This is an optimization exercise on Yosys and OpenROAD, whose aim is small area, not a production implementation.
At most, simulation tests tie the RTL to the original design; equivalence was not proved.
Power and IR drop assume default switching activity.

## rvv_backend_div_rs
module rvv_backend_div_rs #(
  parameter int DEPTH     = rvv_backend_div_rs_pkg::DIV_RS_DEPTH,
  parameter int PUSH_NUM  = 2,
  parameter int POP_NUM   = rvv_backend_div_rs_pkg::NUM_DIV
) (
  input  logic                                            clk,
  input  logic                                            rst_n,
  input  logic                                            trap_flush_rvv,
  input  logic [PUSH_NUM-1:0]                             push,
  input  logic [PUSH_NUM*rvv_backend_div_rs_pkg::DIV_RS_W-1:0] push_data,
  output logic                                            fifo_full,
  output logic [PUSH_NUM-1:1]                             fifo_almost_full,
  input  logic [POP_NUM-1:0]                              pop,
  output logic [POP_NUM*rvv_backend_div_rs_pkg::DIV_RS_W-1:0]  pop_data,
  output logic                                            fifo_empty,
  output logic [POP_NUM-1:1]                              fifo_almost_empty,
  output logic [$clog2(DEPTH):0]                          remain
);
==> module rvv_backend_div_rs, before the edit <==
module rvv_backend_div_rs #(
  parameter int DEPTH     = rvv_backend_div_rs_pkg::DIV_RS_DEPTH,
  parameter int PUSH_NUM  = 2,
  parameter int POP_NUM   = rvv_backend_div_rs_pkg::NUM_DIV
) (
  input  logic                                            clk,
  input  logic                                            rst_n,
  input  logic                                            trap_flush_rvv,
  input  logic [PUSH_NUM-1:0]                             push,
  input  logic [PUSH_NUM*rvv_backend_div_rs_pkg::DIV_RS_W-1:0] push_data,
  output logic                                            fifo_full,
  output logic [PUSH_NUM-1:1]                             fifo_almost_full,
  input  logic [POP_NUM-1:0]                              pop,
  output logic [POP_NUM*rvv_backend_div_rs_pkg::DIV_RS_W-1:0]  pop_data,
  output logic                                            fifo_empty,
  output logic [POP_NUM-1:1]                              fifo_almost_empty,
  output logic [$clog2(DEPTH):0]                          remain
);
  localparam int DW = rvv_backend_div_rs_pkg::DIV_RS_W;
  logic [2:0]        r_wrPtr;   
  logic [2:0]        r_rdPtr;
  logic [3:0]        r_count;
  logic [3:0][DW-1:0] r_even;    
  logic [3:0][DW-1:0] r_odd;     
  logic w_full, w_empty, w_almostFull, w_almostEmpty;
  assign w_full        = r_count[3];
  assign w_empty       = ~|r_count;
  assign w_almostFull  = r_count[3] | (&r_count[2:0]);
  assign w_almostEmpty = ~r_count[3] & ~r_count[2] & ~r_count[1];
  logic push1, push2, pop1, pop2;
  assign push1 = push[0] & ~w_full;
  assign push2 = push[0] & push[1] & ~w_almostFull;
  assign pop1  = pop[0] & ~w_empty;
  assign pop2  = pop[0] & pop[1] & ~w_almostEmpty;
  assign r_wrPtr = r_rdPtr + r_count[2:0];
  function automatic logic [2:0] ptr_adv(input logic [2:0] p, input logic one, input logic two);
    logic inc1, cy;
    inc1 = one & ~two;
    cy   = two | (inc1 & p[0]);
    ptr_adv = {p[2] ^ (cy & p[1]), p[1] ^ cy, p[0] ^ inc1};
  endfunction
  logic [3:0] w_countNext;
  assign w_countNext = r_count + {2'b00, push2, push1 & ~push2} - {2'b00, pop2, pop1 & ~pop2};
  always_ff @(posedge clk or negedge rst_n) begin
    if (!rst_n) begin
      r_rdPtr <= '0;
      r_count <= '0;
    end else if (trap_flush_rvv) begin
      r_rdPtr <= '0;
      r_count <= '0;
    end else begin
      r_rdPtr <= ptr_adv(r_rdPtr, pop1, pop2);
      r_count <= w_countNext;
    end
  end
  logic [DW-1:0] w_evenIn, w_oddIn;
  rvv_backend_div_rs_mux2n #(.W(DW)) u_evenIn (
    .s(r_wrPtr[0]), .sn(~r_wrPtr[0]), .a(push_data[DW +: DW]), .b(push_data[0 +: DW]), .y(w_evenIn));
  rvv_backend_div_rs_mux2n #(.W(DW)) u_oddIn (
    .s(r_wrPtr[0]), .sn(~r_wrPtr[0]), .a(push_data[0 +: DW]),  .b(push_data[DW +: DW]), .y(w_oddIn));
  logic [1:0] w_row0, w_row1;
  assign w_row0 = r_wrPtr[2:1];
  assign w_row1 = r_wrPtr[0] ? r_wrPtr[2:1] + 2'd1 : r_wrPtr[2:1];
  logic [3:0] w_evenWe, w_oddWe;
  always_comb begin
    for (int k = 0; k < 4; k++) begin
      w_evenWe[k] = ~trap_flush_rvv & (r_wrPtr[0] ? (push2 & (w_row1 == 2'(k)))
                                                  : (push1 & (w_row0 == 2'(k))));
      w_oddWe[k]  = ~trap_flush_rvv & (r_wrPtr[0] ? (push1 & (w_row0 == 2'(k)))
                                                  : (push2 & (w_row1 == 2'(k))));
    end
  end
  logic [3:0][DW-1:0] w_evenNext, w_oddNext;
  for (genvar k = 0; k < 4; k++) begin : g_mem
    rvv_backend_div_rs_hold #(.W(DW)) u_evenHold (
      .load(w_evenWe[k]), .hold(~w_evenWe[k]), .d(w_evenIn), .q(r_even[k]), .y(w_evenNext[k]));
    rvv_backend_div_rs_hold #(.W(DW)) u_oddHold (
      .load(w_oddWe[k]),  .hold(~w_oddWe[k]),  .d(w_oddIn),  .q(r_odd[k]),  .y(w_oddNext[k]));
    always_ff @(posedge clk) begin
      r_even[k] <= w_evenNext[k];
      r_odd[k]  <= w_oddNext[k];
    end
  end
  logic [1:0] r_evenRow, r_oddRow;
  assign r_oddRow  = r_rdPtr[2:1];
  assign r_evenRow = r_rdPtr[2:1] + 2'(r_rdPtr[0]);
  logic [3:0] w_evenSel, w_oddSel;
  always_comb begin
    for (int k = 0; k < 4; k++) begin
      w_evenSel[k] = (r_evenRow == 2'(k));
      w_oddSel[k]  = (r_oddRow  == 2'(k));
    end
  end
  logic [DW-1:0] w_evenOut, w_oddOut;
  rvv_backend_div_rs_sel4 #(.W(DW)) u_evenSel (.sel(w_evenSel), .d(r_even), .q(w_evenOut));
  rvv_backend_div_rs_sel4 #(.W(DW)) u_oddSel  (.sel(w_oddSel),  .d(r_odd),  .q(w_oddOut));
  rvv_backend_div_rs_mux2n #(.W(DW)) u_pop0 (
    .s(r_rdPtr[0]), .sn(~r_rdPtr[0]), .a(w_oddOut),  .b(w_evenOut), .y(pop_data[0  +: DW]));
  rvv_backend_div_rs_mux2n #(.W(DW)) u_pop1 (
    .s(r_rdPtr[0]), .sn(~r_rdPtr[0]), .a(w_evenOut), .b(w_oddOut),  .y(pop_data[DW +: DW]));
  assign fifo_full            = w_full;
  assign fifo_empty           = w_empty;
  assign remain               = r_count;
  assign fifo_almost_full[1]  = w_almostFull;
  assign fifo_almost_empty[1] = w_almostEmpty;
endmodule
==> module rvv_backend_div_rs_sel4, before the edit <==
module rvv_backend_div_rs_sel4 #(
  parameter int W = 1
) (
  input  logic [3:0]        sel,
  input  logic [3:0][W-1:0] d,
  output logic [W-1:0]      q
);
  logic [W-1:0] w_aoi, w_nand;
  rvv_backend_div_rs_aoi3 #(.W(W)) u_aoi  (.sel(sel[2:0]), .d(d[2:0]), .y(w_aoi));
  rvv_backend_div_rs_nand #(.W(W)) u_nand (.sel(sel[3]),   .d(d[3]),   .y(w_nand));
  assign q = ~(w_aoi & w_nand);
endmodule
==> module rvv_backend_div_rs_nand, before the edit <==
module rvv_backend_div_rs_nand #(
  parameter int W = 1
) (
  input  logic         sel,
  input  logic [W-1:0] d,
  output logic [W-1:0] y
);
  assign y = ~({W{sel}} & d);
endmodule
==> module rvv_backend_div_rs_aoi3, before the edit <==
module rvv_backend_div_rs_aoi3 #(
  parameter int W = 1
) (
  input  logic [2:0]        sel,
  input  logic [2:0][W-1:0] d,
  output logic [W-1:0]      y
);
  assign y = ~(({W{sel[0]}} & d[0]) | ({W{sel[1]}} & d[1]) | ({W{sel[2]}} & d[2]));
endmodule
==> module rvv_backend_div_rs_mux2n, before the edit <==
module rvv_backend_div_rs_mux2n #(
  parameter int W = 1
) (
  input  logic         s,
  input  logic         sn,
  input  logic [W-1:0] a,
  input  logic [W-1:0] b,
  output logic [W-1:0] y
);
  assign y = ~(({W{s}} & a) | ({W{sn}} & b));
endmodule
clock: 5.0 ns
lec_check: 0
cap_margin: 20
core_margin: 2
core_utilization: 65
slew_margin: 20
synth_hierarchical: 1
synth_minimum_keep_size: 0
standard.sh (not shown) runs the stock make flow with config.mk's settings and CLKGATE_MAP_FILE= SYNTH_SCRIPT=/design/flow/synth_recipe.tcl, a recipe that flattens the netlist after the stock synthesis.
==> flow/flow/run.sh <==
#!/bin/bash
# Standard ORFS layout (standard.sh, unchanged synthesis) with area-oriented
# settings: small port buffers and smaller clock buffers without dummy loads.
set -uo pipefail
export BUFFER_PORTS_ARGS="-buffer_cell sky130_fd_sc_hd__buf_1"
export CTS_ARGS="-sink_clustering_enable -repair_clock_nets -dont_use_dummy_load -buf_list {sky130_fd_sc_hd__clkbuf_4 sky130_fd_sc_hd__clkbuf_8} -sink_clustering_size 18 -sink_clustering_max_diameter 80"
bash standard.sh > standard.log 2>&1
Rerun with:
--- a/flow/design.v
+++ b/flow/design.v
@@ -76,12 +76,10 @@
       r_count <= w_countNext;
     end
   end
   logic [DW-1:0] w_evenIn, w_oddIn;
-  rvv_backend_div_rs_mux2n #(.W(DW)) u_evenIn (
-    .s(r_wrPtr[0]), .sn(~r_wrPtr[0]), .a(push_data[DW +: DW]), .b(push_data[0 +: DW]), .y(w_evenIn));
-  rvv_backend_div_rs_mux2n #(.W(DW)) u_oddIn (
-    .s(r_wrPtr[0]), .sn(~r_wrPtr[0]), .a(push_data[0 +: DW]),  .b(push_data[DW +: DW]), .y(w_oddIn));
+  assign w_evenIn = ~(r_wrPtr[0] ? push_data[DW +: DW] : push_data[0 +: DW]);
+  assign w_oddIn  = ~(r_wrPtr[0] ? push_data[0 +: DW]  : push_data[DW +: DW]);
   logic [1:0] w_row0, w_row1;
   assign w_row0 = r_wrPtr[2:1];
   assign w_row1 = r_wrPtr[0] ? r_wrPtr[2:1] + 2'd1 : r_wrPtr[2:1];
   logic [3:0] w_evenWe, w_oddWe;
@@ -116,12 +114,10 @@
   end
   logic [DW-1:0] w_evenOut, w_oddOut;
   rvv_backend_div_rs_sel4 #(.W(DW)) u_evenSel (.sel(w_evenSel), .d(r_even), .q(w_evenOut));
   rvv_backend_div_rs_sel4 #(.W(DW)) u_oddSel  (.sel(w_oddSel),  .d(r_odd),  .q(w_oddOut));
-  rvv_backend_div_rs_mux2n #(.W(DW)) u_pop0 (
-    .s(r_rdPtr[0]), .sn(~r_rdPtr[0]), .a(w_oddOut),  .b(w_evenOut), .y(pop_data[0  +: DW]));
-  rvv_backend_div_rs_mux2n #(.W(DW)) u_pop1 (
-    .s(r_rdPtr[0]), .sn(~r_rdPtr[0]), .a(w_evenOut), .b(w_oddOut),  .y(pop_data[DW +: DW]));
+  assign pop_data[0  +: DW] = ~(r_rdPtr[0] ? w_oddOut  : w_evenOut);
+  assign pop_data[DW +: DW] = ~(r_rdPtr[0] ? w_evenOut : w_oddOut);
   assign fifo_full            = w_full;
   assign fifo_empty           = w_empty;
   assign remain               = r_count;
   assign fifo_almost_full[1]  = w_almostFull;
@@ -133,30 +129,10 @@
   input  logic [3:0]        sel,
   input  logic [3:0][W-1:0] d,
   output logic [W-1:0]      q
 );
-  logic [W-1:0] w_aoi, w_nand;
-  rvv_backend_div_rs_aoi3 #(.W(W)) u_aoi  (.sel(sel[2:0]), .d(d[2:0]), .y(w_aoi));
-  rvv_backend_div_rs_nand #(.W(W)) u_nand (.sel(sel[3]),   .d(d[3]),   .y(w_nand));
-  assign q = ~(w_aoi & w_nand);
-endmodule
-module rvv_backend_div_rs_nand #(
-  parameter int W = 1
-) (
-  input  logic         sel,
-  input  logic [W-1:0] d,
-  output logic [W-1:0] y
-);
-  assign y = ~({W{sel}} & d);
-endmodule
-module rvv_backend_div_rs_aoi3 #(
-  parameter int W = 1
-) (
-  input  logic [2:0]        sel,
-  input  logic [2:0][W-1:0] d,
-  output logic [W-1:0]      y
-);
-  assign y = ~(({W{sel[0]}} & d[0]) | ({W{sel[1]}} & d[1]) | ({W{sel[2]}} & d[2]));
+  assign q = ({W{sel[0]}} & d[0]) | ({W{sel[1]}} & d[1]) |
+             ({W{sel[2]}} & d[2]) | ({W{sel[3]}} & d[3]);
 endmodule
 module rvv_backend_div_rs_hold #(
   parameter int W = 1
 ) (
@@ -167,15 +143,4 @@
   output logic [W-1:0] y
 );
   assign y = ({W{load}} & d) | ({W{hold}} & q);
 endmodule
-module rvv_backend_div_rs_mux2n #(
-  parameter int W = 1
-) (
-  input  logic         s,
-  input  logic         sn,
-  input  logic [W-1:0] a,
-  input  logic [W-1:0] b,
-  output logic [W-1:0] y
-);
-  assign y = ~(({W{s}} & a) | ({W{sn}} & b));
-endmodule
After rerunning:
- wire length shrinks by 5.7%
- via count shrinks by 5.3%
- critical path depth does not change
- power shrinks by 3.7%
- sequential share of layout area shrinks by 1.7 points
Function not checked in the second run of this note: the RTL went through the layout flow alone.

==> afterwards: timing with drivers on the ports <==
The results above use ideal ports. As a check the final layouts listed here were re-extracted and re-timed, cells and wires unchanged. Step 1 sets driving cells, clkbuf_16 on the clock port and buf_2 on the other inputs (assumed; they add their load-dependent delay and slew). Step 2 adds t to the input delays and takes it off the output delays; t is the mean of the earliest and latest rising clock arrival at the registers after step 1. Input paths then give back, and output paths get back, about the clock's delay inside the block. Three values: no drivers, after step 1, after step 2; two values: the first two.
run | t, ns | setup WS [ns] | slew at the worst register clock pin (ns)
the first run | 0.643 | 0.314 / 0.259 / 0.901 | 0.11 / 0.11
the second run | 0.628 | 0.585 / 0.529 / 1.124 | 0.12 / 0.12
After both steps setup and hold are still met in every run listed.
